Source: an optimization exercise on an open RTL-to-GDS flow (aim: a short achievable clock period and few clock cycles). Production flows keep margins and buffers that such runs may drop.
In this exercise RTL edits were held to simulation tests only and were not proved equivalent to the original.
Power figures rest on the tool's default switching activity, not on a simulated workload.

File: flow/flow/run.sh
#!/bin/bash
# Standard synthesis and layout, with two changes:
#  - optionally (flow/remap.on present) the combinational logic of the
#    standard netlist is re-mapped by ABC without slow high-fan-in cells;
#    flip-flops are kept as they are, with their names and cell types;
#  - global routing skips its incremental timing repair, which does not
#    improve this design and takes most of the run time;
#  - port buffers are plain buffers and the resizer may swap cells across
#    footprints;
#  - flow/post_dp.tcl repairs timing once more before the clock tree.
set -euo pipefail
R=orfs/results/sky130hd/data_cache/base
bash standard.sh synth > synth.log 2>&1
if [[ -f flow/remap.on ]]; then
  cp $R/1_2_yosys.v $R/1_2_yosys_std.v
  LIB=$FLOW_HOME/platforms/sky130hd/lib/sky130_fd_sc_hd__tt_025C_1v80.lib
  DU="-dont_use sky130_fd_sc_hd__probe_p_8 -dont_use sky130_fd_sc_hd__probec_p_8 -dont_use sky130_fd_sc_hd__lpflow_*"
  for c in $(cat flow/remap.on); do DU="$DU -dont_use $c"; done
  printf 'set_driving_cell sky130_fd_sc_hd__buf_1\nset_load 5\n' > remap_abc.constr
  cat > remap.ys <<Y
read_liberty -ignore_miss_func $LIB
blackbox sky130_fd_sc_hd__*df* sky130_fd_sc_hd__*dl* sky130_fd_sc_hd__conb*
read_verilog $R/1_2_yosys_std.v
hierarchy -top $FLOW_TOP
flatten
opt -purge
abc -script $FLOW_HOME/scripts/abc_speed.script -liberty $LIB $DU -constr $PWD/remap_abc.constr -D 1
opt_clean -purge
hilomap -singleton -hicell sky130_fd_sc_hd__conb_1 HI -locell sky130_fd_sc_hd__conb_1 LO
splitnets
opt_clean -purge
stat -liberty $LIB
write_verilog -noattr -noexpr -nohex -nodec $R/1_2_yosys.v
Y
  yosys -l remap.log -s remap.ys > /dev/null 2>&1
  rm -f $R/1_synth.odb
  bash standard.sh synth > synth2.log 2>&1
fi
# Ports get plain buffers (not delay cells), which the resizer may then
# size freely.
bash standard.sh SKIP_INCREMENTAL_REPAIR=1 MATCH_CELL_FOOTPRINT=0 \
  BUFFER_PORTS_ARGS="-buffer_cell sky130_fd_sc_hd__buf_4" \
  POST_DETAIL_PLACE_TCL=$PWD/flow/post_dp.tcl finish > layout.log 2>&1
File: flow/flow/post_dp.tcl
# Timing repair on the detailed placement, before the clock tree is built:
# the clock-tree step's own repair then starts from a better netlist.
estimate_parasitics -placement
repair_timing -setup -setup_margin 3 -repair_tns 100 -max_iterations 5000 -verbose
detailed_placement
File: flow/flow/remap.on
sky130_fd_sc_hd__nor4* sky130_fd_sc_hd__or4* sky130_fd_sc_hd__nor3* sky130_fd_sc_hd__or3* sky130_fd_sc_hd__a2111* sky130_fd_sc_hd__o2111* sky130_fd_sc_hd__a41* sky130_fd_sc_hd__o41* sky130_fd_sc_hd__o311* sky130_fd_sc_hd__o32* sky130_fd_sc_hd__and4* sky130_fd_sc_hd__and3* sky130_fd_sc_hd__a311* sky130_fd_sc_hd__a32*
File: flow/standard.sh
#!/bin/bash
# synth_recipe.tcl (not shown) runs the flow's synth.tcl, then flattens the netlist and writes it again
# the make line also repeats each setting of config.mk as NAME=value (left out here)
make -C /OpenROAD-flow-scripts/flow DESIGN_CONFIG=/design/flow/config.mk WORK_HOME=/design/flow/orfs CLKGATE_MAP_FILE= SYNTH_SCRIPT=/design/flow/synth_recipe.tcl "${@:-finish}"
File: flow/config.mk
export PLATFORM = sky130hd
export DESIGN_NAME = data_cache
export DESIGN_NICKNAME = data_cache
export VERILOG_FILES = /design/flow/design.v
export SDC_FILE = /design/flow/constraint.sdc
export NUM_CORES = 4
export LEC_CHECK = 0
export CAP_MARGIN = 20
export CORE_MARGIN = 2
export CORE_UTILIZATION = 55
export SETUP_SLACK_MARGIN = 3
export SLEW_MARGIN = 20
File: flow/constraint.sdc
create_clock -name core_clock -period 7.0 [get_ports {clk}]
set_input_delay 1.4000 -clock core_clock [delete_from_list [all_inputs] [get_ports {clk}]]
set_output_delay 1.4000 -clock core_clock [all_outputs]
set_load 0.01 [all_outputs]
File: flow/design.v
package data_cache_pkg;
  localparam int ADDR_W = 32;
  localparam int OFF_W  = 2;
  typedef enum logic [1:0] {
    IDLE,
    READ_MISS,
    WRITE
  } state_t;
endpackage
module cache_line_store #(
  parameter int LINES = 32,
  parameter int IB    = 5,
  parameter int TAG_W = 25
) (
  input  logic             clk,
  input  logic             rst,
  input  logic [IB-1:0]    rd_index,
  input  logic [TAG_W-1:0] rd_tag,
  output logic             rd_hit,
  output logic [31:0]      rd_data,
  input  logic             fill_en,
  input  logic [IB-1:0]    fill_index,
  input  logic [TAG_W-1:0] fill_tag,
  input  logic             wr_en,
  input  logic [31:0]      wr_data    
);
  logic [LINES-1:0] valid;
  logic [TAG_W-1:0] tags  [LINES];
  logic [31:0]      words [LINES];
  logic [LINES-1:0] match;
  logic [LINES-1:0] sel;
  logic [LINES-1:0] fsel;
  logic [31:0]      data_or;
  always_comb begin
    data_or = '0;
    for (int i = 0; i < LINES; i++) begin
      sel[i]   = (rd_index == IB'(i));
      fsel[i]  = (fill_index == IB'(i));
      match[i] = valid[i] && ~|(tags[i] ^ rd_tag);
      data_or  = data_or | (words[i] & {32{sel[i]}});
    end
  end
  assign rd_hit  = |(match & sel);
  assign rd_data = data_or;
  always_ff @(posedge clk or posedge rst) begin
    if (rst) begin
      valid <= '0;
    end else if (fill_en) begin
      valid <= valid | fsel;
    end
  end
  always_ff @(posedge clk) begin
    for (int i = 0; i < LINES; i++) begin
      if (fill_en && fsel[i]) begin
        tags[i]  <= fill_tag;
      end
      if ((fill_en && fsel[i]) || (wr_en && sel[i])) begin
        words[i] <= wr_data;
      end
    end
  end
endmodule
module data_cache #(
  parameter int LINES       = 32,
  parameter int MEM_LATENCY = 4
) (
  input  logic        clk,
  input  logic        rst,
  input  logic        cpu_read,
  input  logic        cpu_write,
  input  logic [31:0] cpu_address,
  input  logic [31:0] cpu_write_data,
  output logic [31:0] cpu_read_data,
  output logic        stall,
  output logic        mem_read,
  output logic        mem_write,
  output logic [31:0] mem_address,
  output logic [31:0] mem_write_data,
  input  logic [31:0] mem_read_data,
  output logic [31:0] hit_count,
  output logic [31:0] miss_count
);
  localparam int ADDR_W = data_cache_pkg::ADDR_W;
  localparam int OFF_W  = data_cache_pkg::OFF_W;
  localparam int IB = $clog2(LINES);
  localparam int TW = ADDR_W - OFF_W - $clog2(LINES);
  localparam int WAIT = MEM_LATENCY - 1;   
  logic [WAIT-1:0] busy;
  logic            idle;
  logic            fill;
  logic [IB-1:0] index;
  logic [TW-1:0] tag;
  logic [IB-1:0] miss_index;   
  logic [TW-1:0] miss_tag;
  logic          hit;
  logic [31:0]   line_data;
  logic          is_read;
  logic          rd_hit;
  logic          rd_miss;
  logic          wr_hit;
  logic          unused_ok;
  assign index     = cpu_address[OFF_W+IB-1:OFF_W];
  assign tag       = cpu_address[ADDR_W-1:OFF_W+IB];
  assign unused_ok = ^cpu_address[OFF_W-1:0];
  assign is_read   = cpu_read && !cpu_write;
  assign idle      = ~|busy;
  assign fill      = busy[WAIT-1];
  assign rd_hit  = idle && is_read && hit;
  assign rd_miss = idle && is_read && !hit;
  assign wr_hit  = idle && cpu_write && hit;
  cache_line_store #(
    .LINES (LINES),
    .IB    (IB),
    .TAG_W (TW)
  ) u_store (
    .clk        (clk),
    .rst        (rst),
    .rd_index   (index),
    .rd_tag     (tag),
    .rd_hit     (hit),
    .rd_data    (line_data),
    .fill_en    (fill),
    .fill_index (miss_index),
    .fill_tag   (miss_tag),
    .wr_en      (wr_hit),
    .wr_data    (fill ? mem_read_data : cpu_write_data)
  );
  always_ff @(posedge clk or posedge rst) begin
    if (rst) begin
      busy <= '0;
    end else begin
      busy <= {busy[WAIT-2:0], rd_miss};
    end
  end
  always_ff @(posedge clk) begin
    if (idle) begin
      miss_index <= index;
      miss_tag   <= tag;
    end
  end
  always_ff @(posedge clk or posedge rst) begin
    if (rst) begin
      hit_count  <= '0;
      miss_count <= '0;
    end else begin
      if (rd_hit) hit_count  <= hit_count + 32'd1;
      if (fill)   miss_count <= miss_count + 32'd1;
    end
  end
  assign stall          = !((idle && (cpu_write || hit)) || (!idle && fill));
  assign mem_read       = !rst && cpu_read && !cpu_write;
  assign mem_write      = !rst && cpu_write && idle;
  assign mem_address    = cpu_address;
  assign mem_write_data = cpu_write_data;
  assign cpu_read_data  = idle ? line_data : mem_read_data;
endmodule
==> impl_metrics.csv, run 1 <==
group,metric,value,unit
place,dp.cells,6700,
global_routing,grt_max_degree,39,
outcome,stop_stage,"6_report",
logic_synthesis,yosysWarnings,4,
place,port_buffers,258,
floorplanning,die_w,378,um
global_routing,grt_pass1_vias,45910,
place,dp_hpwl,147000,um
route,vias,48283,
outcome,status,"stopped before the end",
floorplanning,die_h,378,um
cts,cts_buffers,193,
floorplanning,pin_count,263,
cts,cts_buffer_depth,3,
route,drt-total-wl,280000,um
logic_synthesis,netlist_area,77000,um2
global_routing,grt_pass1_wl,381000,um
logic_synthesis,synth_nets,4687,
place,pre_cts_slack,0.818,ns
cts,htreeDepth,4,
cts,postCtsSetupBuffers,35,
place,gp_congestion,0.985,
route,antenna_left,0,
route,dr.pass1.iters,6,
place,postPlaceCellArea,82800,um2
cts,hold_buffers,0,
floorplanning,start_util,55.3,%
floorplanning,rows,137,
logic_synthesis,synth_cells,4587,
route,drt_iter0_drc,6643,
outcome,tool.error,"[ERROR PSM-0069] Check connectivity failed on VDD.",
global_routing,grt_overflow_total,0,
global_routing,gr-usage-all-layers,39.5,%
cts,post_cts_resized,100,
global_routing,grt_antenna_before_repair,11,
logic_synthesis,avgSynthCellArea,16.8,um2
cts,cts_root_buffer,"clkbuf_16",
routing by layer:
layer | wire length (um) | share of wire, % | GRT usage [%] | vias to the layer above
met3 | 30000 | 11 | 7.62 | 725
met4 | 16300 | 5.8 | 19.8 | 6
li1 | - | - | - | 19246
met5 | 32 | 0.011 | 0 | -
met1 | 99600 | 36 | 51.2 | 24993
met2 | 134000 | 48 | 63.9 | 3313
power by group through the flow:
| stage | logic (W) | registers [W] | clock network [W] |
|---|---|---|---|
| after floorplan | 0.000787 | 0.0134 | 0 |
| after global placement | 0.00168 | 0.0134 | 0 |
| after detailed placement | 0.00169 | 0.0134 | 0 |
| after CTS | 0.00197 | 0.0132 | 0.00991 |
| after global routing | 0.00205 | 0.0132 | 0.0104 |
worst max path at each step:
| stage | start | endpoint |
|---|---|---|
| 2_1_floorplan | cpu_address[21] | u_store.words[28][0] |
| 3_3_place_gp | cpu_address[2] | stall |
| 3_5_place_dp | cpu_address[2] | stall |
| 4_1_cts | cpu_address[5] | stall |
| 5_1_grt | cpu_address[15] | stall |
metrics by stage:
step	hold slack, ns	power, W
5_1_grt	0.456	0.0256
4_1_cts	0.450	0.0251
3_5_place_dp	0.368	0.0151
3_3_place_gp	0.358	0.0151
2_1_floorplan	0.354	0.0142
Testbench counts, summed over its fixed seeds: cycles 41,661.
==> run 2, diff against run 1 <==
==> flow/flow/post_dp.tcl (replaced) <==
# Timing repair on the detailed placement, before the clock tree is built:
# the clock-tree step's own repair then starts from a better netlist.
set_dont_use $::env(DONT_USE_CELLS)
estimate_parasitics -placement
repair_timing -setup -setup_margin 3 -repair_tns 100 -max_iterations 5000 -verbose
detailed_placement
==> run 2 against run 1 <==
Now clean on timing, DRC and antenna. Synthesized cell count unchanged. Area after synthesis is the same. First-iteration DRC count shrank 0.65%. Via count rose by 0.59%. Highest routed layer unchanged. Wire length rose by 0.66%.
==> impl_metrics.csv, run 2 <==
group,metric,value,unit
outcome,status,"finished clean",
cts,cts_tree,"built",
floorplanning,pin_count,263,
worst_setup_path,cp-end-kind,"output port",
floorplanning,start_util,55.3,%
floorplanning,die_h,378,um
timing,holdWs,0.447,ns
timing,fmax,200,MHz
route,avgRoutedWirePerCell,38.4,um
route,viasPerCell,6.62,
floorplanning,die_area,143000,um2
timing,min_period_over_period,71.6,%
worst_setup_path,crit_type,"in2out",
timing,finalCriticalPeriod,5.01,ns
cts,cts_root_buffer,"clkbuf_16",
global_routing,grt_overflow_total,0,
global_routing,grt_pass1_wl,383000,um
cts,cts_buffer_depth,3,
global_routing,grt_pass1_vias,46130,
worst_setup_path,path_max_fanout,9,
final_layout,layout-drive-gt1-share,24.0,%
final_layout,syn2layout_area_growth,22.5,%
hold_path,hold_class,"reg2reg",
place,pre_cts_slack,0.818,ns
route,drc_errors,0,
route,dr.pass1.iters,6,
floorplanning,coreArea,139000,um2
logic_synthesis,synth_nets,4687,
pwr,powerDensity,267,nW/um2
route,drt_iter0_drc,6600,
worst_setup_path,worstSetupStartpointType,"input pin",
timing,setup_violations,0,
place,gp_congestion,0.985,
logic_synthesis,yosysWarnings,4,
pwr,ir_drop,239,uV
place,dp_hpwl,147000,um
job,maxCapViolCount,0,
cts,clk_latency,0.84,ns
global_routing,grt_max_degree,39,
timing,setup_tns,0,ns
final_layout,layout_commonest_cell,"edfxtp_1",
pwr,p_leak,30.7,nW
cts,hold_buffers,0,
timing,worst_slack,1.99,ns
final_layout,largest_reg_flops,1024,
route,antenna_left,0,
global_routing,gr-usage-all-layers,39.7,%
logic_synthesis,netlist_area,77000,um2
worst_setup_path,cp_data_required_time,5.60,ns
timing,worstMarginPinSlew,1.24,ns
place,port_buffers,258,
cts,htreeDepth,4,
final_layout,reg_top3,"u_store.words (1024), u_store.tags (800)",
final_layout,fin_util,67.7,%
timing,relSlewSlack,17.1,%
cts,postCtsSetupBuffers,38,
final_layout,final_cell_mix,"1,854 x edfxtp_1, 764 x xnor2_1, 474 x buf_4, 365 x nand4_1, 339 x a22oi_1",
worst_setup_path,cp.arrival,3.61,ns
timing,slew_violations,0,
route,vias,48570,
route,drt-total-wl,282000,um
pwr,power,0.0251,W
cts,clkSinkCount,1953,
final_layout,largest_register,"u_store.words",
cts,post_cts_resized,105,
final_layout,nets,5395,
timing,hold_viol_final,0,
logic_synthesis,synth_cells,4587,
cts,cts_buffers,193,
timing,finClkSkew,0.0361,ns
global_routing,grt_antenna_before_repair,13,
floorplanning,rows,137,
logic_synthesis,avgSynthCellArea,16.8,um2
cts,clkTransAtPathRegs,0.06,ns
floorplanning,die_w,378,um
-- run 2: path summary, 6_finish.rpt --
| kind | from | cells past startpoint | to | slack, ns |
|---|---|---|---|---|
| min in group asynchronous | rst | 3 | hit_count[6] | 0.72 |
| hold / removal | busy[1] | 0 | busy[2] | 0.45 |
| setup reg to reg | busy[2] | 10 | miss_count[31] | 3.42 |
| setup / recovery | cpu_address[5] | 12 | cpu_read_data[14] | 1.99 |
| max in group asynchronous | rst | 4 | u_store.valid[21] | 5.09 |
| hold reg to reg | busy[1] | 0 | busy[2] | 0.45 |
-- run 2: final cells by class --
class	instances	area, um2
diodes	9	22.5
clock buffers	261	5210
clock inverters	96	756
fillers	9631	44900
inverters	43	178
multi-input cells	2360	18900
flip-flops and latches	1953	58200
well taps	1876	2350
repair buffers	744	8740
-- run 2: through the flow --
| stage | cell area (um2) | instances |
|---|---|---|
| after floorplan | 77800 | 4587 |
| after global placement | 82800 | 6698 |
| after detailed placement | 82800 | 6700 |
| after CTS | 94200 | 7333 |
| after global routing | 94300 | 7339 |
| final | 94300 | 7342 |
-- run 2: critical path, cell delays in order --
cell and delay [ns]:
buf_12 0.13, nor2b_4 0.15, buf_8 0.15, nand2b_4 0.15, nor2_4 0.11, buf_12 0.18, a22oi_1 0.22, nand4_1 0.10
nor2_1 0.13, nand4_1 0.29, o22a_2 0.40, buf_6 0.16
-- run 2: routing by layer --
metal  global-route usage [%]  vias to the layer above  share of wire, %
li1                         -                    19303                 -
met1                     51.1                    24987                35
met2                     63.7                     3463                47
met3                     8.20                      807                11
met4                     21.8                       10               6.5
met5                    0.137                        -             0.029
-- run 2: power breakdown --
part	internal [W]	switching (W)	total (W)
Clock	0.00554	0.00441	0.00994
Sequential	0.0131	0.000126	0.0132
Combinational	0.000700	0.00131	0.00201
==> run 3, diff against run 2 <==
--- a/flow/config.mk
+++ b/flow/config.mk
@@ -8,5 +8,5 @@
 export CAP_MARGIN = 20
 export CORE_MARGIN = 2
-export CORE_UTILIZATION = 55
+export CORE_UTILIZATION = 65
 export SETUP_SLACK_MARGIN = 3
 export SLEW_MARGIN = 20
==> run 3 against run 2 <==
Hold slack worse by 0.0012 ns. Clock skew is 0.025 ns higher. Combinational power is 5% higher. Sequential share of layout area is 0.80 points lower. Critical path depth stayed put. Non-clock buffer count is 61 higher. Via count is 7.1% higher. Setup slack worse by 0.41 ns. Power is 1.7% higher. Synthesized cell count stayed put. Still clean on timing, DRC and antenna. Wire length is 6.7% higher.
==> impl_metrics.csv, run 3 <==
group,metric,value,unit
outcome,status,"finished clean",
worst_setup_path,cp-end-kind,"output port",
logic_synthesis,avgSynthCellArea,16.8,um2
route,drt_iter0_drc,9311,
worst_setup_path,cp.arrival,4.02,ns
timing,setup_tns,0,ns
cts,clk_latency,0.87,ns
timing,worstMarginPinSlew,1.24,ns
timing,slew_violations,0,
timing,fmax,185,MHz
cts,cts_buffers,189,
final_layout,reg_top3,"u_store.words (1024), u_store.tags (800)",
worst_setup_path,cp_data_required_time,5.60,ns
worst_setup_path,path_depth,12,
place,dp_hpwl,135000,um
worst_setup_path,path_max_fanout,11,
worst_setup_path,reg2reg_depth,6,
route,antenna_left,0,
pwr,ir_drop,285,uV
timing,worst_slack,1.58,ns
worst_setup_path,crit_path_max_incr_delay,0.60,ns
cts,post_cts_resized,116,
cts,cts_tree,"built",
final_layout,final_cell_mix,"1,854 x edfxtp_1, 759 x xnor2_1, 483 x buf_4, 365 x nand4_1, 302 x a22oi_1",
logic_synthesis,yosysWarnings,4,
route,drt-total-wl,301000,um
floorplanning,die_h,348,um
final_layout,syn2layout_area_growth,24.1,%
timing,finClkSkew,0.0616,ns
worst_setup_path,path_buf_inv,5,
route,vias,52023,
timing,setup_violations,0,
route,dr.pass1.iters,12,
route,viasPerCell,7.37,
floorplanning,pin_count,263,
timing,finalCriticalPeriod,5.42,ns
floorplanning,start_util,65.4,%
job,maxCapViolCount,0,
floorplanning,die_area,121000,um2
logic_synthesis,synth_cells,4587,
final_layout,layout-drive-gt1-share,26.0,%
floorplanning,die_w,348,um
global_routing,grt_max_degree,66,
floorplanning,coreArea,118000,um2
pwr,p_leak,31.4,nW
global_routing,grt_antenna_before_repair,20,
global_routing,gr-usage-all-layers,50.1,%
cts,htreeDepth,4,
worst_setup_path,worstSetupStartpointType,"input pin",
pwr,powerDensity,268,nW/um2
cts,cts_buffer_depth,3,
hold_path,hold_class,"reg2reg",
timing,relSlewSlack,17.1,%
place,gp_congestion,1.00,
timing,hold_viol_final,0,
worst_setup_path,cp_slowest_cell,"nand4_1",
logic_synthesis,netlist_area,77000,um2
final_layout,layout_commonest_cell,"edfxtp_1",
floorplanning,rows,126,
global_routing,grt_overflow_total,0,
worst_setup_path,crit_chain,"buf_16 -> nand3b_1 -> buf_6 -> buf_4 -> nor2_4 -> buf_12 -> a22oi_1 -> nand4_1 -> nor2_1 -> nand4_1 -> o22a_1 -> buf_4",
final_layout,largest_reg_flops,1024,
cts,cts_root_buffer,"clkbuf_16",
cts,clkTransAtPathRegs,0.06,ns
global_routing,grt_pass1_vias,49968,
final_layout,largest_register,"u_store.words",
route,drc_errors,0,
hold_path,min_path_cells,0,
cts,postCtsSetupBuffers,39,
final_layout,nets,5455,
logic_synthesis,synth_nets,4687,
cts,clkSinkCount,1953,
worst_setup_path,crit_family,"simple AND/OR/NAND/NOR gates",
place,pre_cts_slack,0.904,ns
place,port_buffers,258,
global_routing,grt_pass1_wl,408000,um
timing,min_period_over_period,77.4,%
cts,hold_buffers,0,
worst_setup_path,crit_type,"in2out",
route,avgRoutedWirePerCell,42.6,um
-- run 3: cell types whose count changed in the layout (fill, tap and decap cells not counted), sizes merged --
cell | previous run | this run
buf | 705 | 728
clkbuf | 300 | 320
bufinv | 9 | 18
clkinv | 82 | 76
inv | 46 | 50
diode | 9 | 11
nand2b | 14 | 16
clkinvlp | 2 | 3
nor2 | 256 | 255
or2 | 39 | 40
-- run 3: layout make-up --
type / count / area [um2]
Clock inverter: 103 / 1030
Clock buffer: 243 / 5070
Antenna cell: 11 / 27.5
Fill cell: 5912 / 22300
Timing Repair inverter: 1 / 5.00
Multi-Input combinational cell: 2362 / 19200
Inverter: 43 / 166
Timing Repair Buffer: 805 / 9920
Tap cell: 1536 / 1920
Sequential cell: 1953 / 58200
-- run 3: path summary, 6_finish.rpt --
| kind | end | start | slack [ns] |
|---|---|---|---|
| worst max-delay path | cpu_read_data[3] | cpu_address[2] | 1.58 |
| worst min-delay path | busy[2] | busy[1] | 0.45 |
| worst max register to register | u_store.words[26][30] | busy[2] | 3.03 |
| worst min register to register | busy[2] | busy[1] | 0.45 |
| max in group asynchronous | u_store.valid[0] | rst | 4.97 |
| min in group asynchronous | hit_count[25] | rst | 0.61 |
-- run 3: metal layers --
metal  global-route usage [%]  vias up  share of wire, %
li1                         -    19436                 -
met1                     57.9    25437                30
met2                     72.2     5319                43
met3                     22.1     1808                16
met4                     41.7       23                11
met5                     2.24        -              0.15
-- run 3: per-stage QoR --
stage / instances / power [W] / util, % / hold WS [ns] / cell area, um2
floorplan: 4587 / 0.0142 / - / 0.354 / 77800
global placement: 6338 / 0.0150 / 69.6 / 0.356 / 82000
detailed placement: 6338 / 0.0151 / 69.6 / 0.380 / 82000
CTS: 7046 / 0.0253 / 81.1 / 0.448 / 95500
global route: 7051 / 0.0260 / 81.1 / 0.455 / 95500
finish: 7057 / 0.0256 / 81.1 / 0.446 / 95500
-- run 3: report_power, final --
group	switching [W]	internal, W	leakage (nW)
Combinational	0.00140	0.000716	10.3
Clock	0.00452	0.00578	2.99
Sequential	0.0000873	0.0131	18.0
Total	0.00600	0.0196	31.4
-- run 3: worst register-to-register path, delay by kind of cell, from the launching register on --
| kind | cells | cell delay [ns] |
|---|---|---|
| AND/OR/NAND/NOR | 2 | 1.17 |
| AO/OA/AOI/OAI | 1 | 0.72 |
| flip-flops | 1 | 0.36 |
| buffers and inverters | 3 | 1.41 |
==> run 4, diff against run 3 <==
--- a/flow/config.mk
+++ b/flow/config.mk
@@ -8,5 +8,5 @@
 export CAP_MARGIN = 20
 export CORE_MARGIN = 2
-export CORE_UTILIZATION = 65
+export CORE_UTILIZATION = 48
 export SETUP_SLACK_MARGIN = 3
 export SLEW_MARGIN = 20
==> run 4 against run 3 <==
Clock skew grew 0.032 ns. Sequential cell count is the same. Maximum frequency grew 5.2%. Via count shrank 6.6%. Core utilization shrank 22 points. Area after synthesis is the same. Critical endpoint is now u_store.words[24][11].
==> impl_metrics.csv, run 4 <==
group,metric,value,unit
timing,worstMarginPinSlew,1.20,ns
timing,fmax,194,MHz
final_layout,multi_input_area,18800,um2
cts,post_cts_resized,131,
logic_synthesis,netlist_area,77000,um2
place,gp_congestion,0.852,
global_routing,grt_pass1_wl,378000,um
worst_setup_path,cp-end-kind,"flip-flop",
route,viasPerCell,6.45,
worst_setup_path,path_max_fanout,10,
cts,clkTransAtPathRegs,0.06,ns
timing,setup_tns,0,ns
pwr,power,0.0256,W
route,drc_errors,0,
global_routing,grt_overflow_total,0,
global_routing,grt_max_degree,38,
logic_synthesis,yosysWarnings,4,
cts,clkSinkCount,1953,
worst_setup_path,cp_data_required_time,7.56,ns
floorplanning,start_util,48.5,%
logic_synthesis,synth_cells,4587,
place,port_buffers,258,
global_routing,gr-usage-all-layers,33.6,%
final_layout,nets,5387,
global_routing,grt_pass1_vias,46327,
floorplanning,rows,146,
global_routing,grt_antenna_before_repair,9,
worst_setup_path,path_common_cell,"buf_4",
worst_setup_path,worstSetupStartpointType,"input pin",
final_layout,largest_register,"u_store.words",
cts,postCtsSetupBuffers,77,
timing,finClkSkew,0.0937,ns
timing,hold_viol_final,0,
final_layout,largest_reg_flops,1024,
final_layout,final_cell_mix,"1,854 x edfxtp_1, 759 x xnor2_1, 506 x buf_4, 365 x nand4_1, 345 x a22oi_1",
timing,relSlewSlack,20.1,%
pwr,p_leak,30.7,nW
worst_setup_path,reg2reg_depth,11,
route,antenna_left,0,
worst_setup_path,crit_path_max_incr_delay,0.23,ns
hold_path,min_path_cells,0,
cts,cts_root_buffer,"clkbuf_16",
cts,hold_buffers,0,
route,drt_iter0_drc,7229,
floorplanning,die_area,164000,um2
final_layout,regArea,58200,um2
floorplanning,die_h,404,um
final_layout,layout-drive-gt1-share,24.4,%
pwr,powerDensity,272,nW/um2
timing,finalCriticalPeriod,5.15,ns
final_layout,layout_commonest_cell,"edfxtp_1",
timing,min_period_over_period,73.5,%
cts,clk_latency,0.89,ns
floorplanning,coreArea,159000,um2
timing,slew_violations,0,
worst_setup_path,cp_slowest_cell,"buf_4",
worst_setup_path,crit_type,"in2reg",
route,vias,48588,
cts,cts_buffer_depth,3,
route,avgRoutedWirePerCell,36.6,um
timing,setup_violations,0,
final_layout,fill_cells,11703,
logic_synthesis,avgSynthCellArea,16.8,um2
route,drt-total-wl,275000,um
worst_setup_path,cp.arrival,5.71,ns
place,dp_hpwl,143000,um
cts,htreeDepth,4,
floorplanning,die_w,404,um
cts,cts_tree,"built",
cts,cts_buffers,197,
final_layout,syn2layout_area_growth,22.5,%
outcome,status,"finished clean",
hold_path,hold_class,"reg2reg",
floorplanning,pin_count,263,
route,dr.pass1.iters,6,
pwr,ir_drop,278,uV
final_layout,reg_top3,"u_store.words (1024), u_store.tags (800)",
logic_synthesis,synth_nets,4687,
job,maxCapViolCount,0,
==> run 4: where the power goes <==
group          internal, W  switching, W  total [W]
Combinational     0.000679       0.00128    0.00196
Clock              0.00585       0.00464     0.0105
Sequential          0.0131      0.000118     0.0132
==> run 4: critical path: cells and delay by family <==
kind	cells	cell delay (ns)
AO/OA/AOI/OAI	1	0.16
buffers and inverters	29	3.75
AND/OR/NAND/NOR	2	0.36
==> run 4: final timing paths <==
| check | from | to | slack [ns] |
|---|---|---|---|
| hold / removal | busy[0] | busy[1] | 0.38 |
| max in group asynchronous | rst | u_store.valid[2] | 4.54 |
| setup / recovery | cpu_address[5] | u_store.words[24][11] | 1.85 |
| min in group asynchronous | rst | miss_count[6] | 0.71 |
| setup reg to reg | u_store.tags[26][1] | u_store.words[17][21] | 3.35 |
| hold reg to reg | busy[0] | busy[1] | 0.38 |
==> run 4: final cells by class <==
type                            instances  share of cell area (%)
Multi-Input combinational cell       2359                    20.0
Tap cell                             2072                    2.75
Sequential cell                      1953                    61.6
Timing Repair Buffer                  733                    8.58
Clock inverter                        109                    1.26
Antenna cell                            2                 0.00531
Clock buffer                          261                    5.61
Inverter                               43                   0.178
==> run 4: metal layers <==
layer	share of wire [%]	GRT usage, %
met1	37	45.2
met2	47	53.8
met3	11	6.62
met4	4.7	13.6
met5	0.019	0
==> run 4: through the flow <==
step           setup slack (ns)  instances  cell area (um2)  util, %  hold WS, ns
6_report                   1.85       7532            94300     59.4        0.380
5_1_grt                    1.83       7530            94300     59.4        0.393
4_1_cts                    2.06       7530            94300     59.4        0.381
3_5_place_dp               1.07       6887            82900     52.2        0.368
3_3_place_gp               1.10       6885            82800     52.2        0.356
2_1_floorplan              2.34       4587            77800        -        0.354
==> run 5, diff against run 4 <==
--- a/flow/config.mk
+++ b/flow/config.mk
@@ -8,5 +8,6 @@
 export CAP_MARGIN = 20
 export CORE_MARGIN = 2
-export CORE_UTILIZATION = 48
+export CORE_UTILIZATION = 55
 export SETUP_SLACK_MARGIN = 3
 export SLEW_MARGIN = 20
+export TNS_END_PERCENT = 10
==> run 5 against run 4 <==
Still clean. Clock-buffer cell count grew 15. First-iteration DRC count shrank 6.2%. Synthesized cell count is the same. Highest routed layer unchanged.
==> impl_metrics.csv, run 5 <==
group,metric,value,unit
outcome,status,"finished clean",
floorplanning,die_w,378,um
place,port_buffers,258,
cts,cts_buffer_depth,3,
pwr,ir_drop,240,uV
logic_synthesis,netlist_area,77000,um2
floorplanning,die_area,143000,um2
worst_setup_path,crit_family,"simple AND/OR/NAND/NOR gates",
worst_setup_path,cp-end-kind,"output port",
floorplanning,rows,137,
timing,holdWs,0.380,ns
worst_setup_path,crit_type,"in2out",
pwr,p_leak,29.5,nW
worst_setup_path,crit_chain,"buf_12 -> buf_4 -> xor2_1 -> nor2_1 -> nand4bb_1 -> nand4b_1 -> nand4_1 -> nor2_2 -> nand4_4 -> o21a_1 -> nor2_2 -> buf_4",
pwr,pwr-share-seq,52.6,%
pwr,switching_share,23.1,%
pwr,powerDensity,274,nW/um2
final_layout,final_cell_mix,"1,854 x edfxtp_1, 766 x xnor2_1, 437 x buf_4, 380 x a22oi_1, 365 x nand4_1",
worst_setup_path,cp_slowest_cell,"buf_4",
logic_synthesis,yosysWarnings,4,
place,postPlaceCellArea,82700,um2
place,dp_hpwl,143000,um
cts,post_cts_resized,26,
route,drt-total-wl,268000,um
worst_setup_path,ff2ff_setup_slack,3.02,ns
place,gp_congestion,1.01,
global_routing,grt_overflow_total,0,
timing,relSlewSlack,13.1,%
final_layout,largest_reg_flops,1024,
final_layout,multi_input_area,18200,um2
cts,clk_latency,0.84,ns
final_layout,fin_util,65.9,%
final_layout,layout-drive-gt1-share,20.4,%
route,antenna_left,0,
timing,setup_violations,0,
job,maxCapViolCount,0,
worst_setup_path,worstSetupStartpointType,"input pin",
floorplanning,coreArea,139000,um2
cts,postCtsSetupBuffers,19,
pwr,power_frac_clock,40.2,%
floorplanning,die_h,378,um
final_layout,postLayoutCellArea,91700,um2
route,drt_iter0_drc,6781,
cts,htreeDepth,4,
timing,setup_tns,0,ns
worst_setup_path,path_buf_inv,3,
pwr,comb_power_share,7.2,%
logic_synthesis,synth_nets,4687,
global_routing,gr-usage-all-layers,37.6,%
global_routing,grt_max_degree,101,
final_layout,nets,5258,
worst_setup_path,crit_path_max_incr_delay,0.28,ns
final_layout,regArea,58200,um2
timing,min_period_over_period,73.0,%
final_layout,layout_commonest_cell,"edfxtp_1",
cts,clkTransAtPathRegs,0.06,ns
hold_path,hold_class,"reg2reg",
logic_synthesis,avgSynthCellArea,16.8,um2
final_layout,reg_top3,"u_store.words (1024), u_store.tags (800)",
cts,cts_root_buffer,"clkbuf_16",
worst_setup_path,cp.arrival,3.71,ns
cts,cts_tree,"built",
pwr,p_int,0.0193,W
timing,slew_violations,0,
floorplanning,pin_count,263,
route,drc_errors,0,
route,avgRoutedWirePerCell,37.1,um
final_layout,fill_cells,9853,
global_routing,grt_antenna_before_repair,16,
floorplanning,start_util,55.3,%
worst_setup_path,cp_data_required_time,5.60,ns
timing,finalCriticalPeriod,5.11,ns
final_layout,largest_register,"u_store.words",
timing,finClkSkew,0.0279,ns
timing,worstMarginPinSlew,1.30,ns
cts,cts_buffers,196,
final_layout,instances_no_fill,7210,
route,dr.pass1.iters,6,
timing,hold_viol_final,0,
final_layout,syn2layout_area_growth,19.1,%
global_routing,grt_pass1_wl,365000,um
cts,hold_buffers,0,
route,vias,47495,
worst_setup_path,path_max_fanout,30,
global_routing,grt_pass1_vias,44663,
pwr,p_switching,0.00580,W
place,dp.cells,6705,
logic_synthesis,synth_cells,4587,
cts,clkSinkCount,1953,
route,viasPerCell,6.59,
timing,fmax,196,MHz
-- run 5: cell type report --
| cell class | count | share of cell area [%] |
|---|---|---|
| antenna | 8 | 0.0218 |
| clock buffer | 276 | 5.85 |
| clock inverter | 90 | 0.816 |
| inverter | 43 | 0.182 |
| multi-input combinational | 2358 | 19.9 |
| sequential | 1953 | 63.4 |
| tap | 1876 | 2.56 |
| timing repair buffer | 606 | 7.25 |
-- run 5: final timing paths --
kind                                      start                   end  depth (start not counted)
worst max-delay path            cpu_address[15]                 stall                         12
worst min-delay path                    busy[0]               busy[1]                          0
worst max register to register          busy[2]  u_store.words[8][10]                          5
worst min register to register          busy[0]               busy[1]                          0
max in group asynchronous                   rst     u_store.valid[25]                          3
min in group asynchronous                   rst          hit_count[4]                          3
-- run 5: power groups by stage --
stage / sequential, W / combinational, W / clock, W
CTS: 0.0132 / 0.00179 / 0.0101
finish: 0.0132 / 0.00182 / 0.0101
global route: 0.0132 / 0.00187 / 0.0106
floorplan: 0.0134 / 0.000764 / 0
detailed placement: 0.0134 / 0.00167 / 0
global placement: 0.0134 / 0.00166 / 0
-- run 5: layer usage --
metal  share of wire (%)  GRT usage (%)
met1                  36           49.3
met2                  48           60.7
met3                  10           7.06
met4                 5.7           18.6
met5               0.023              0
-- run 5: metrics by stage --
stage	setup slack, ns	power [W]
final	1.89	0.0251
after global routing	1.87	0.0256
after CTS	1.98	0.0251
after detailed placement	0.941	0.0151
after global placement	0.894	0.0151
after floorplan	2.34	0.0142
==> run 6, diff against run 5 <==
==> flow/flow/remap.on (replaced) <==
sky130_fd_sc_hd__nor4* sky130_fd_sc_hd__or4* sky130_fd_sc_hd__nor3* sky130_fd_sc_hd__or3* sky130_fd_sc_hd__a2111* sky130_fd_sc_hd__o2111* sky130_fd_sc_hd__a41* sky130_fd_sc_hd__o41* sky130_fd_sc_hd__o311* sky130_fd_sc_hd__o32* sky130_fd_sc_hd__and4* sky130_fd_sc_hd__and3* sky130_fd_sc_hd__a311* sky130_fd_sc_hd__a32* sky130_fd_sc_hd__o21a_* sky130_fd_sc_hd__o22a_* sky130_fd_sc_hd__a21o_* sky130_fd_sc_hd__a22o_* sky130_fd_sc_hd__and2_* sky130_fd_sc_hd__and2b_* sky130_fd_sc_hd__or2_* sky130_fd_sc_hd__or2b_* sky130_fd_sc_hd__a211o_* sky130_fd_sc_hd__o211a_* sky130_fd_sc_hd__a221o_* sky130_fd_sc_hd__o221a_*
--- a/flow/config.mk
+++ b/flow/config.mk
@@ -8,6 +8,5 @@
 export CAP_MARGIN = 20
 export CORE_MARGIN = 2
-export CORE_UTILIZATION = 55
+export CORE_UTILIZATION = 60
 export SETUP_SLACK_MARGIN = 3
 export SLEW_MARGIN = 20
-export TNS_END_PERCENT = 10
==> run 6 against run 5 <==
Hold slack got worse by 0.0045 ns. Die area shrank 7.7%. Via count grew 13%. Wire length is 17% higher. Critical path depth rose by 1. Combinational power increased by 22%. Critical endpoint unchanged. Design area increased by 8.2%. Still clean.
==> impl_metrics.csv, run 6 <==
group,metric,value,unit
outcome,status,"finished clean",
logic_synthesis,yosysWarnings,4,
worst_setup_path,worstSetupStartpointType,"input pin",
final_layout,layout-drive-gt1-share,28.2,%
cts,post_cts_resized,117,
timing,hold_viol_final,0,
final_layout,largest_reg_flops,1024,
cts,clkTransAtPathRegs,0.06,ns
worst_setup_path,crit_chain,"buf_16 -> buf_6 -> nor2b_4 -> buf_4 -> nand3_1 -> nor2b_1 -> nand4b_1 -> nand4_1 -> nor2_2 -> nand4_4 -> o21ai_1 -> nor2b_4 -> buf_6",
place,dp.cells,6566,
route,drt-total-wl,313000,um
timing,worst_slack,1.85,ns
final_layout,instances_no_fill,7423,
timing,slew_violations,0,
logic_synthesis,avgSynthCellArea,16.5,um2
cts,htreeDepth,4,
final_layout,fill_cells,6929,
floorplanning,start_util,60.6,%
global_routing,grt_antenna_before_repair,14,
cts,clkSinkCount,1953,
floorplanning,die_w,363,um
final_layout,reg_top3,"u_store.words (1024), u_store.tags (800)",
job,maxCapViolCount,0,
worst_setup_path,cp_data_required_time,5.60,ns
route,avgRoutedWirePerCell,42.1,um
timing,setup_tns,0,ns
floorplanning,rows,131,
place,gp_congestion,0.884,
floorplanning,coreArea,128000,um2
worst_setup_path,cp.arrival,3.75,ns
timing,finClkSkew,0.0554,ns
route,viasPerCell,7.23,
route,drc_errors,0,
global_routing,grt_pass1_wl,421000,um
place,pre_cts_slack,1.14,ns
route,vias,53645,
timing,finalCriticalPeriod,5.15,ns
timing,fmax,194,MHz
timing,worstMarginPinSlew,1.39,ns
timing,setup_violations,0,
final_layout,layout_commonest_cell,"edfxtp_1",
timing,relSlewSlack,6.85,%
cts,cts_buffers,192,
global_routing,gr-usage-all-layers,47.7,%
pwr,powerDensity,257,nW/um2
global_routing,grt_max_degree,60,
worst_setup_path,cp_slowest_cell,"nand4b_1",
logic_synthesis,netlist_area,77500,um2
cts,clk_latency,0.88,ns
place,port_buffers,258,
global_routing,grt_pass1_vias,51156,
final_layout,syn2layout_area_growth,28.0,%
worst_setup_path,cp-end-kind,"output port",
logic_synthesis,synth_nets,4800,
route,dr.pass1.iters,10,
cts,cts_root_buffer,"clkbuf_16",
global_routing,grt_overflow_total,0,
route,antenna_left,0,
cts,hold_buffers,0,
final_layout,nets,5703,
pwr,p_leak,33.0,nW
worst_setup_path,crit_type,"in2out",
floorplanning,pin_count,263,
place,dp_hpwl,138000,um
cts,cts_tree,"built",
route,drt_iter0_drc,10745,
final_layout,largest_register,"u_store.words",
floorplanning,die_area,132000,um2
hold_path,hold_class,"reg2reg",
logic_synthesis,synth_cells,4700,
cts,postCtsSetupBuffers,44,
timing,min_period_over_period,73.5,%
pwr,ir_drop,262,uV
floorplanning,die_h,363,um
worst_setup_path,crit_path_max_incr_delay,0.34,ns
cts,cts_buffer_depth,3,
final_layout,final_cell_mix,"1,854 x edfxtp_1, 674 x xnor2_1, 473 x buf_4, 329 x a22oi_1, 328 x nand4_1",
timing,holdWs,0.375,ns
worst_setup_path,path_max_fanout,7,
final_layout,fin_util,77.6,%
==> run 6: final cells by class <==
cell class	count	area, um2	area share (%)
diodes	2	5.00	0.00505
clock buffers	249	5130	5.17
clock inverters	101	836	0.843
inverters	70	274	0.276
multi-input cells	2455	20300	20.5
flip-flops and latches	1953	58200	58.6
well taps	1662	2080	2.10
repair buffers	931	12400	12.5
==> run 6: power breakdown <==
part	internal (W)	switching, W	leakage [nW]
Sequential	0.0131	0.000130	18.0
Combinational	0.000750	0.00147	12.1
Clock	0.00557	0.00454	2.91
Total	0.0194	0.00614	33.0
==> run 6: worst max-delay path: cells and delay by family <==
family / cells / cell delay [ns]
buffers and inverters: 4 / 0.57
and+or+nand+nor: 8 / 1.64
AOI/OAI and AO/OA: 1 / 0.10
==> run 6: stage by stage <==
step	instance area (um2)	total power [W]
final	99200	0.0255
after global routing	99200	0.0259
after CTS	99200	0.0253
after detailed placement	82800	0.0151
after global placement	82800	0.0151
after floorplan	78700	0.0143
==> run 6: layer usage <==
| metal | track usage [%] | vias to the layer above | wire length, um |
|---|---|---|---|
| li1 | - | 19972 | - |
| met1 | 61.7 | 26553 | 102000 |
| met2 | 65.6 | 5560 | 127000 |
| met3 | 23.2 | 1533 | 58600 |
| met4 | 27.0 | 27 | 23700 |
| met5 | 2.11 | - | 510 |
==> run 6: path summary, 6_finish.rpt <==
| path | start | slack (ns) | cells after the start | end |
|---|---|---|---|---|
| min in group asynchronous | rst | 0.69 | 2 | miss_count[1] |
| hold reg to reg | busy[1] | 0.38 | 0 | busy[2] |
| hold / removal | busy[1] | 0.38 | 0 | busy[2] |
| setup reg to reg | u_store.valid[6] | 3.36 | 16 | u_store.words[27][20] |
| setup / recovery | cpu_address[4] | 1.85 | 13 | stall |
| max in group asynchronous | rst | 4.95 | 3 | u_store.valid[5] |

==> port drivers added, routing unchanged <==
No port has a modelled driver above. Below, the same layouts with a new extraction and two added sets of constraints.
Step 1 sets driving cells, clkbuf_16 on the clock port and buf_2 on the other inputs (assumed; they add their load-dependent delay and slew).
Step 2 times the ports against the registers' clock, not the clock port: input delays grow and output delays shrink by t, the midpoint of the rising clock arrivals with the driver on.
a / b / c = ideal / step 1 / step 2; a / b = the first two.
| run | t, ns | setup WS [ns] | worst setup path at the end |
|---|---|---|---|
| run 2 | 0.913 | 1.990 / 1.694 / 1.694 | input to output |
| run 3 | 0.928 | 1.584 / 1.257 / 1.257 | input to output |
| run 4 | 0.928 | 1.852 / 1.830 / 0.940 | input to register |
| run 5 | 0.918 | 1.887 / 1.754 / 1.754 | input to output |
| run 6 | 0.930 | 1.853 / 1.632 / 1.632 | input to output |
After both steps every run listed still meets setup and hold. For run 4, which loses most, drivers alone change the setup slack by -0.022 ns; drivers and shift together by -0.912 ns.
